Background: an optimization exercise with open tools, aiming at small area and a short achievable clock period. Do not read the settings as production practice.
RTL that was checked went through simulation tests only; none was proved equivalent to the original.

== v6 ==
Design mac_sequencer, start of the top module:
module mac_sequencer #(
    parameter int ADDR_W = 21,
    parameter int CNT_W  = 4,
    parameter int STRIDE = 8,
    parameter int DATA_W = 64
) (
    input  logic                      clk,
    input  logic                      rst_n,
    input  logic                      start,
    input  logic [ADDR_W-1:0]         start_addr,
    input  logic [CNT_W-1:0]          start_count,
    output logic                      busy,
    output logic [ADDR_W+CNT_W:0]     mir,
    output logic                      mem_req,
    output logic [ADDR_W-1:0]         mem_addr,
    input  logic                      mem_ack,
    input  logic [DATA_W-1:0]         mem_rdata,
    output logic [DATA_W-1:0]         acc_out,
    output logic                      done
);
    logic                 busy_q, req_q, mac_q, done_q;
    logic                 valid_q;
    logic [ADDR_W-1:0]    addr_q;
    logic [CNT_W-1:0]     count_q;
    logic [63:0]          acc_q;
    logic                 last;
    assign last = (count_q == CNT_W'(1));
    always_ff @(posedge clk or negedge rst_n) begin
        if (!rst_n) begin
            busy_q  <= 1'b0;
            req_q   <= 1'b0;
            mac_q   <= 1'b0;
            done_q  <= 1'b0;
            valid_q <= 1'b0;
            addr_q  <= '0;
            count_q <= '0;
        end else begin
            if (!busy_q) begin
                if (start) begin
                    busy_q <= 1'b1;
                    if (start_count != '0) begin
                        req_q   <= 1'b1;
                        valid_q <= 1'b1;
                        addr_q  <= start_addr;
                        count_q <= start_count;
                    end else begin
                        done_q <= 1'b1;
                    end
                end
            end else if (req_q) begin
                if (mem_ack) begin
                    req_q <= 1'b0;
                    mac_q <= 1'b1;
                end
            end else if (mac_q) begin
                mac_q <= 1'b0;
                if (last) begin
                    done_q  <= 1'b1;
  ...
Size in the first run: ~3100 cells after synthesis, roughly 300 flip-flops, ~210 I/O pins, roughly 31000 µm² of cells after synthesis.
export LEC_CHECK = 0
export ABC_AREA = 1
export CAP_MARGIN = 20
export CORE_MARGIN = 2
export CORE_UTILIZATION = 40
export CTS_CLUSTER_DIAMETER = 100
export CTS_CLUSTER_SIZE = 30
export SLEW_MARGIN = 20
export SYNTH_HIERARCHICAL = 1
export SYNTH_MINIMUM_KEEP_SIZE = 0
create_clock -name core_clock -period 10.0 [get_ports {clk}]
standard.sh (not shown) runs the stock make flow with config.mk's settings and CLKGATE_MAP_FILE= SYNTH_SCRIPT=/design/flow/synth_recipe.tcl, a recipe that flattens the netlist after the stock synthesis.
==> flow/flow/run.sh <==
#!/bin/bash
# The standard ORFS layout (standard.sh), with the smallest buffer on the ports
# (buffer_ports -buffer_cell), and repair_timing aiming for a few tenths of a ns more
# setup slack than the standard flow's setting allows, to cover the routed parasitics.
set -uo pipefail
bash standard.sh SETUP_SLACK_MARGIN=5.3 'BUFFER_PORTS_ARGS=-buffer_cell sky130_fd_sc_hd__buf_1' finish > make_finish.log 2>&1
Setup changes, v6 to v7
--- a/flow/design.v
+++ b/flow/design.v
@@ -75,20 +75,27 @@
     logic [15:0] neg, one, two;
     logic [32:0] pp [16];
     logic [63:0] acc_sum;
     logic [206:0] ps_q;
     assign a_m = mem_rdata[63:32];
     assign bx  = {mem_rdata[31:0], 1'b0};
+    logic [1:0] onex [16];
+    logic [1:0] twox [16];
+    for (genvar j = 0; j < 16; j++) begin : g_enc
+        for (genvar k = 0; k < 2; k++) begin : g_copy
+            mac_benc u_enc (.b2(bx[2*j+2]), .b1(bx[2*j+1]), .b0(bx[2*j]), .one(onex[j][k]), .two(twox[j][k]));
+        end
+    end
     always_comb begin
         for (int j = 0; j < 16; j++) begin
             neg[j] = bx[2*j+2];
-            one[j] = bx[2*j+1] ^ bx[2*j];
-            two[j] = (bx[2*j+2] & ~bx[2*j+1] & ~bx[2*j]) | (~bx[2*j+2] & bx[2*j+1] & bx[2*j]);
-            pp[j][0] = (one[j] & a_m[0]) ^ neg[j];
+            one[j] = onex[j][0];
+            two[j] = twox[j][0];
+            pp[j][0] = (onex[j][0] & a_m[0]) ^ neg[j];
             for (int i = 1; i < 33; i++)
-                pp[j][i] = ((one[j] & a_m[i < 32 ? i : 31]) | (two[j] & a_m[i-1])) ^ neg[j];
+                pp[j][i] = ((onex[j][i / 17] & a_m[i < 32 ? i : 31]) | (twox[j][i / 17] & a_m[i-1])) ^ neg[j];
         end
     end
     logic s1;
     logic k2;
     logic s3;
     logic k4;
@@ -2623,6 +2630,16 @@
     output logic s,
     output logic co
 );
     assign s  = a ^ b;
     assign co = a & b;
 endmodule
+module mac_benc (
+    input  logic b2,
+    input  logic b1,
+    input  logic b0,
+    output logic one,
+    output logic two
+);
+    assign one = b1 ^ b0;
+    assign two = (b2 & ~b1 & ~b0) | (~b2 & b1 & b0);
+endmodule
==> summary.txt <==
For the wire length on met3, v7 came in 18% lower than v6 did. Higher tap cell instance count among v7 and v6: v7. v7 ends up with a post-route fraction of the period consumed by the critical path that is 0.35 points lower than in v6. Count of antenna diodes in the layout on v7 is down relative to v6. From v6 to v7 the numbers moved as follows: setup slack has increased. Compared with v6, v7 shows a lower wire length. Detailed router's first-iteration violation count went down by a little under 10% going from v6 to v7.
Only the layout flow was run in v7; the RTL was not checked for function there.

---

Starting RTL as in the previous note.
==> flow/config.mk <==
export PLATFORM = sky130hd
export DESIGN_NAME = mac_sequencer
export DESIGN_NICKNAME = mac_sequencer
export VERILOG_FILES = /design/flow/design.v
export SDC_FILE = /design/flow/constraint.sdc
export NUM_CORES = 4
export LEC_CHECK = 0
export ABC_AREA = 1
export CAP_MARGIN = 20
export CORE_MARGIN = 2
export CORE_UTILIZATION = 40
export CTS_CLUSTER_DIAMETER = 100
export CTS_CLUSTER_SIZE = 30
export SLEW_MARGIN = 20
export SYNTH_HIERARCHICAL = 1
export SYNTH_MINIMUM_KEEP_SIZE = 0
==> flow/constraint.sdc <==
create_clock -name core_clock -period 10.0 [get_ports {clk}]
set_input_delay 2.0000 -clock core_clock [delete_from_list [all_inputs] [get_ports {clk}]]
set_output_delay 2.0000 -clock core_clock [all_outputs]
set_load 0.01 [all_outputs]
==> flow/flow/run.sh <==
#!/bin/bash
# The standard ORFS layout (standard.sh), with the smallest buffer on the ports
# (buffer_ports -buffer_cell), and repair_timing aiming for a few tenths of a ns more
# setup slack than the standard flow's setting allows, to cover the routed parasitics.
set -uo pipefail
bash standard.sh SETUP_SLACK_MARGIN=5.45 'BUFFER_PORTS_ARGS=-buffer_cell sky130_fd_sc_hd__buf_1' finish > make_finish.log 2>&1
Rerun with:
--- a/flow/design.v
+++ b/flow/design.v
@@ -69,32 +69,39 @@
                 busy_q <= 1'b0;
             end
         end
     end
     logic [31:0] a_m;
     logic [32:0] bx;
     logic [15:0] neg, one, two;
     logic [32:0] pp [16];
     logic [63:0] acc_sum;
     logic [206:0] ps_q;
     assign a_m = mem_rdata[63:32];
     assign bx  = {mem_rdata[31:0], 1'b0};
+    logic [1:0] onex [16];
+    logic [1:0] twox [16];
+    for (genvar j = 0; j < 16; j++) begin : g_enc
+        for (genvar k = 0; k < 2; k++) begin : g_copy
+            mac_benc u_enc (.b2(bx[2*j+2]), .b1(bx[2*j+1]), .b0(bx[2*j]), .one(onex[j][k]), .two(twox[j][k]));
+        end
+    end
     always_comb begin
         for (int j = 0; j < 16; j++) begin
             neg[j] = bx[2*j+2];
-            one[j] = bx[2*j+1] ^ bx[2*j];
-            two[j] = (bx[2*j+2] & ~bx[2*j+1] & ~bx[2*j]) | (~bx[2*j+2] & bx[2*j+1] & bx[2*j]);
-            pp[j][0] = (one[j] & a_m[0]) ^ neg[j];
+            one[j] = onex[j][0];
+            two[j] = twox[j][0];
+            pp[j][0] = (onex[j][0] & a_m[0]) ^ neg[j];
             for (int i = 1; i < 33; i++)
-                pp[j][i] = ((one[j] & a_m[i < 32 ? i : 31]) | (two[j] & a_m[i-1])) ^ neg[j];
+                pp[j][i] = ((onex[j][i / 17] & a_m[i < 32 ? i : 31]) | (twox[j][i / 17] & a_m[i-1])) ^ neg[j];
         end
     end
     logic s1;
     logic k2;
     logic s3;
     logic k4;
     logic s5;
     logic k6;
     logic s7;
     logic k8;
     logic s9;
     logic k10;
@@ -2617,12 +2624,22 @@
     assign s  = a ^ b ^ c;
     assign co = (a & b) | (a & c) | (b & c);
 endmodule
 module mac_ha (
     input  logic a,
     input  logic b,
     output logic s,
     output logic co
 );
     assign s  = a ^ b;
     assign co = a & b;
 endmodule
+module mac_benc (
+    input  logic b2,
+    input  logic b1,
+    input  logic b0,
+    output logic one,
+    output logic two
+);
+    assign one = b1 ^ b0;
+    assign two = (b2 & ~b1 & ~b0) | (~b2 & b1 & b0);
+endmodule
After rerunning: Synthesized area rose by about 2.5%; via count is lower by 2.5%; worst setup slack is about the same; maximum frequency hardly moves; first-iteration DRC count shrinks by 22%; count of clock-buffer cells in the layout decreases by 2; cell area came out higher by about 0.6%; utilization falls by 0.77 points.
No functional check of the RTL was part of the second run of this note.

[re-timing with driven ports]
In the flow no input, the clock included, has a driving cell. The finished layouts below were timed again as built, in two steps. Step 1: set_driving_cell puts a clkbuf_16 on clk and a buf_2 on each other input, an assumption about the parent block. Step 2 also shifts input and output timing later by t, the mid clock arrival at the registers, as if the neighbouring blocks saw the same clock. Three values: ideal, step 1, step 2; two values: the first two.
| run | t, ns | setup slack, ns | worst hold slack (ns) | worst setup path after step 2 |
|---|---|---|---|---|
| v6 | 0.645 | 5.305 / 5.350 / 4.705 | 0.525 / 0.525 / 0.525 | input to register |
| v7 | 0.639 | 5.340 / 5.368 / 4.729 | 0.501 / 0.501 / 0.501 | input to register |
| the first run of note 2 | 0.631 | 5.450 / 5.479 / 4.848 | 0.533 / 0.533 / 0.533 | input to register |
| the second run of note 2 | 0.639 | 5.449 / 5.456 / 4.817 | 0.500 / 0.500 / 0.500 | input to register |
After both steps setup and hold are still met in every run listed. For the second run of note 2, which loses most, drivers alone change the setup slack by +0.007 ns; drivers and shift together by -0.632 ns.
